Context: an optimization exercise on an open-source flow, tuned for small area, a short achievable clock period and few clock cycles. The choices shown serve that exercise and are no tape-out recipe.
Only simulation tests tie the RTL to the original design; equivalence was not proved.
Power is estimated from default activity; no workload was simulated.

alpha:
// windowed_peak_boundary_picker_core
module windowed_peak_boundary_picker_core #(
    parameter int MAX_RADIUS = wpbp_pkg::MAX_RADIUS_DEF,
    parameter int PROB_BITS  = wpbp_pkg::PROB_BITS_DEF,
    localparam int CFG_W     = (PROB_BITS > wpbp_pkg::RADIUS_W) ? PROB_BITS
                                                                 : wpbp_pkg::RADIUS_W
) (
    input  logic                            i_clk,
    input  logic                            i_rst_n,
    input  logic                            i_cfg_we,
    input  logic [wpbp_pkg::CFG_IDX_W-1:0]  i_cfg_idx,
    input  logic [CFG_W-1:0]                i_cfg_data,
    input  logic                            i_in_valid,
    output logic                            o_in_stall,
    input  logic [PROB_BITS-1:0]            i_prob,
    input  logic                            i_barrier,
    input  logic                            i_valid_req,
    input  logic                            i_seq_last,
    output logic                            o_out_valid,
    input  logic                            i_out_stall,
    output logic                            o_boundary,
    output logic                            o_seq_end,
    output logic                            o_run_end
);
    localparam int NS = MAX_RADIUS;           
    localparam int RW = wpbp_pkg::RADIUS_W;
    localparam int PW = PROB_BITS;
    localparam logic [RW-1:0] NONE = '1;      
    logic [PW-1:0] r_thresh;
    logic [RW-1:0] r_radius;
    logic [RW-1:0] w_radius_wr;
    assign w_radius_wr = (i_cfg_data[RW-1:0] > RW'(MAX_RADIUS)) ? RW'(MAX_RADIUS)
  ...
For scale: roughly 2700 cells after synthesis, about 610 flip-flops, ~0.023 mm^2 of cells after synthesis.
make LEC_CHECK=0 ABC_AREA=1 CAP_MARGIN=20 CORE_MARGIN=2 CORE_UTILIZATION=40 SETUP_SLACK_MARGIN=3.6 SLEW_MARGIN=20 finish   # period 6.0 ns
run.sh (not shown) runs the stock make flow with config.mk's settings and CLKGATE_MAP_FILE= SYNTH_SCRIPT=/design/flow/synth_recipe.tcl, a recipe that flattens the netlist after the stock synthesis.
Testbench counts of alpha, summed over its fixed seeds: cycles 32,550.
> inputs changed (alpha -> beta)
--- a/flow/config.mk
+++ b/flow/config.mk
@@ -8 +8 @@
-export ABC_AREA = 1
+export ABC_CLOCK_PERIOD_IN_PS = 2000
@@ -12 +12 @@
-export SETUP_SLACK_MARGIN = 3.6
+export SETUP_SLACK_MARGIN = 3.8
Notes after the runs:
beta ended with every stage complete and zero timing, DRC or antenna violations.
Leading cell type in the layout, fill and taps excluded = dfxtp_1: beta; leading cell type in the layout, fill and taps excluded = nand2_1: alpha
The timing startpoint of the critical path comes out i_prob[1] in one run and o_se in the other, namely in beta and alpha respectively.
Summary of the comparison: total power after layout is lower in beta, relative to alpha.
Going from alpha to beta, clock tree cell share of total cell area has decreased; required time at the endpoint of the critical path rose 1.66 ns; shortest clock period the worst path allows after layout +1.06 ns; met1 routed wirelength after detailed routing moved down; final HPWL from detailed placement rose about 3.5%.
Changes in gamma relative to beta:
--- a/flow/config.mk
+++ b/flow/config.mk
@@ -8 +8 @@
-export ABC_CLOCK_PERIOD_IN_PS = 2000
+export ABC_AREA = 1
[summary]
- Lower mux contribution to synthesized area among gamma and beta: gamma
- Re part of the power in the clock network: gamma is 3.2 points down on beta.
- Relative to beta, the pre-CTS setup slack of gamma is higher by 0.99 ns.
- Sequential element share of the synthesized area was higher in beta than in gamma.
- Of the two candidates, beta has the worse flop-to-flop setup slack and gamma the better one.
- Against beta, gamma comes in 3700 um higher on wire length on met1.
- In gamma, critical path depth in cells is lower than in beta.
- Final period demand of the worst path on gamma is ahead of beta.
- Worst hold slack was higher in the run labelled beta.
- Looking at leading cell type in the layout, fill and taps excluded, the dfxtp_1 result is from beta; the nand2_1 one comes from gamma.
- gamma reports its launch point of the worst path as o_b while beta reports i_prob[1].
diff inputs: gamma => delta
--- a/flow/config.mk
+++ b/flow/config.mk
@@ -8 +7,0 @@
-export ABC_AREA = 1
==> comparison <==
Number of cell rows was higher in gamma than in delta.
Count of clock-buffer cells in the layout up 10 in delta wrt gamma
delta ended up with b_lok[8] as its end point of the critical path; gamma ended up with o_boundary.
Looking at final-layout fill cell count across gamma and delta, the one that comes out higher is gamma.
Per the final summary, delta finished and its layout is clean on timing, DRC and antenna.

## job 5678
windowed_peak_boundary_picker_core again, from the RTL that the note above started with.
Settings: LEC_CHECK=0, ABC_CLOCK_PERIOD_IN_PS=2400, CAP_MARGIN=20, CORE_MARGIN=2, CORE_UTILIZATION=40, SETUP_SLACK_MARGIN=3.6, SLEW_MARGIN=20; clock period 6.0 ns.
Testbench counts of job 5678, summed over its fixed seeds: cycles 32,550.
What job 2662 does differently from job 5678 at the input level:
Settings: SETUP_SLACK_MARGIN: 3.6 -> 3.8; ABC_AREA: unset -> 1; CTS_CLUSTER_DIAMETER: unset -> 120; ABC_CLOCK_PERIOD_IN_PS: 2400 -> unset; CTS_CLUSTER_SIZE: unset -> 24.
Notes after the runs:
Job 5678 consumes more power than job 2662.
Comparing number of gates on the worst path with buffers counted for job 2662 and job 5678, the bigger number came from job 5678.
Looking at fmax across both flows, job 2662 is the stronger of the two, with job 5678 trailing.
Relative to job 5678, the part of the total power dissipated in combinational logic of job 2662 is higher by 5.3 points.
Changes in job 8248 relative to job 2662:
Settings: removing ABC_AREA (formerly 1); changing SETUP_SLACK_MARGIN from 3.8 to 3.6; removing CTS_CLUSTER_DIAMETER (formerly 120); removing CTS_CLUSTER_SIZE (formerly 24).
## What came out
Job 8248: proportion of power drawn by combinational gates lower than job 2662
The most common library cell in the layout ignoring fill and taps comes out sky130_fd_sc_hd__dfxtp_1 in one run and sky130_fd_sc_hd__nand2_1 in the other, namely in job 8248 and job 2662 respectively.
Job 8248 finished every stage and its layout cleared the timing, DRC and antenna checks.
Job 8248: largest net degree at the start of global routing is 21 lower than what job 2662 reported.
Summary: with job 2662 as the reference, global-route wire length before repair in job 8248 moved down by a few percent.

v43:
Another version of the RTL of windowed_peak_boundary_picker_core (not shown whole).
Size: about 1,800 cells after synthesis, about 46 I/O pins.
make LEC_CHECK=0 ABC_AREA=1 CAP_MARGIN=20 CORE_MARGIN=2 CORE_UTILIZATION=70 CTS_CLUSTER_DIAMETER=80 CTS_CLUSTER_SIZE=16 PLACE_DENSITY=0.8 SETUP_SLACK_MARGIN=3.8 SLEW_MARGIN=20 finish   # period 6.0 ns
Testbench counts of v43, summed over its fixed seeds: cycles 32,550.
Modified inputs, v45 compared to v43
Settings: a change of CTS_CLUSTER_SIZE from 16 to 24; a deleted PLACE_DENSITY that had been 0.8; a change of CTS_CLUSTER_DIAMETER from 80 to 120; a change of CORE_UTILIZATION from 70 to 40.
## What came out
Worst endpoint required time: v45 < v43
Measured against each other, v45 and v43 differ in critical path depth, the lower figure coming from v45.
Per the comparison of v45 with v43, global-route wire length before repair now smaller; number of buffers added by the clock tree synthesis step fell 15.
Between v45 and v43, area of the core region is higher for v45, v43 comes in under that.
diff inputs: v45 => v54
Settings: putting PLACE_DENSITY at 0.8 where nothing was set; swapping 40 for 70 in CORE_UTILIZATION; swapping 3.8 for 3.9 in SETUP_SLACK_MARGIN.
--- outcome ---
Cmp v45 and v54 / final core utilization / lower: v45
v45 → v54: clock period minus final worst setup slack shows a reduction of 29 ps, overall fraction of global-route tracks in use now larger.
v54 leaves more setup margin than v45.
> inputs changed (v54 -> v2)
Settings: PLACE_DENSITY: 0.8 -> 0.7; CORE_UTILIZATION: 70 -> 60; SETUP_SLACK_MARGIN: 3.9 -> 3.8.
--- outcome ---
- Of the two candidates, v54 has the worse worst setup slack and v2 the better one.
- v2 against v54: ratio of total power to cell area has decreased, count of plain and timing-repair buffers has decreased.
- Compared with v54, in v2 total power -120 uW, vertical extent of the die went up, net count after synthesis now sits at about the same level.
- Summary: with v54 as the reference, die area in v2 moved up by more than 10%.
diff inputs: v2 => v9
Settings: a change of SETUP_SLACK_MARGIN from 3.8 to 3.7.
Notes after the runs:
- Remaining max-slew budget at the tightest pin delta for v9 relative to v2: 22 points higher
- v9 vs v2, launching instance or port of the critical path: i_in_valid vs r_stall
- Total via count after detailed routing of v9 is on par with v2.
- v9 — number of buffers and inverters on the critical path 2 higher, v2 as reference
- Between v2 and v9, layout overhead on the synthesized area decreased.
- v9 vs v2 on sequential share of layout area: v9 is the higher one.
- Between v2 and v9, the switching power summed over all nets does not differ in any meaningful way.

## static timing again, ports no longer ideal
How much do the figures lean on ideal ports? The routed layouts below were timed once more, with nothing changed but the port constraints. Step 1 (the two cells are an assumption about what drives the block):
set clk [get_ports {i_clk}]
set_driving_cell -lib_cell sky130_fd_sc_hd__clkbuf_16 $clk
set_driving_cell -lib_cell sky130_fd_sc_hd__buf_2 [delete_from_list [all_inputs] $clk]
Step 2, shift: input delay + t, output delay - t, t = (earliest + latest rising clock arrival at the registers) / 2. This alone moves slack from input paths to output paths. Three values: ideal ports, drivers, drivers and shift; two values: the first two.
run | shift t [ns] | setup slack, ns | hold slack, ns | worst slew at a driven data input, ns
alpha | 0.689 | 3.666 / 3.608 / 3.025 | 0.343 / 0.343 / 0.343 | 0.04
beta | 0.675 | 2.607 / 2.327 / 1.652 | 0.343 / 0.343 / 0.343 | 0.38
gamma | 0.690 | 3.657 / 3.597 / 3.154 | 0.330 / 0.330 / 0.330 | 0.08
delta | 0.675 | 2.607 / 2.327 / 1.652 | 0.343 / 0.343 / 0.343 | 0.38
job 5678 | 0.700 | 2.447 / 2.420 / 1.720 | 0.330 / 0.330 / 0.330 | 0.08
job 2662 | 0.679 | 3.667 / 3.609 / 3.155 | 0.345 / 0.345 / 0.345 | 0.08
job 8248 | 0.700 | 2.447 / 2.420 / 1.720 | 0.330 / 0.330 / 0.330 | 0.08
v43 | 0.594 | 3.728 / 3.713 / 3.165 | 0.323 / 0.323 / 0.323 | 0.09
v45 | 0.635 | 3.699 / 3.648 / 3.185 | 0.318 / 0.318 / 0.318 | 0.09
v54 | 0.621 | 3.728 / 3.679 / 3.277 | 0.327 / 0.327 / 0.327 | 0.07
v2 | 0.612 | 3.741 / 3.693 / 3.226 | 0.317 / 0.317 / 0.317 | 0.07
v9 | 0.629 | 3.701 / 3.673 / 3.081 | 0.322 / 0.322 / 0.322 | 0.08
After both steps every run listed still meets setup and hold.
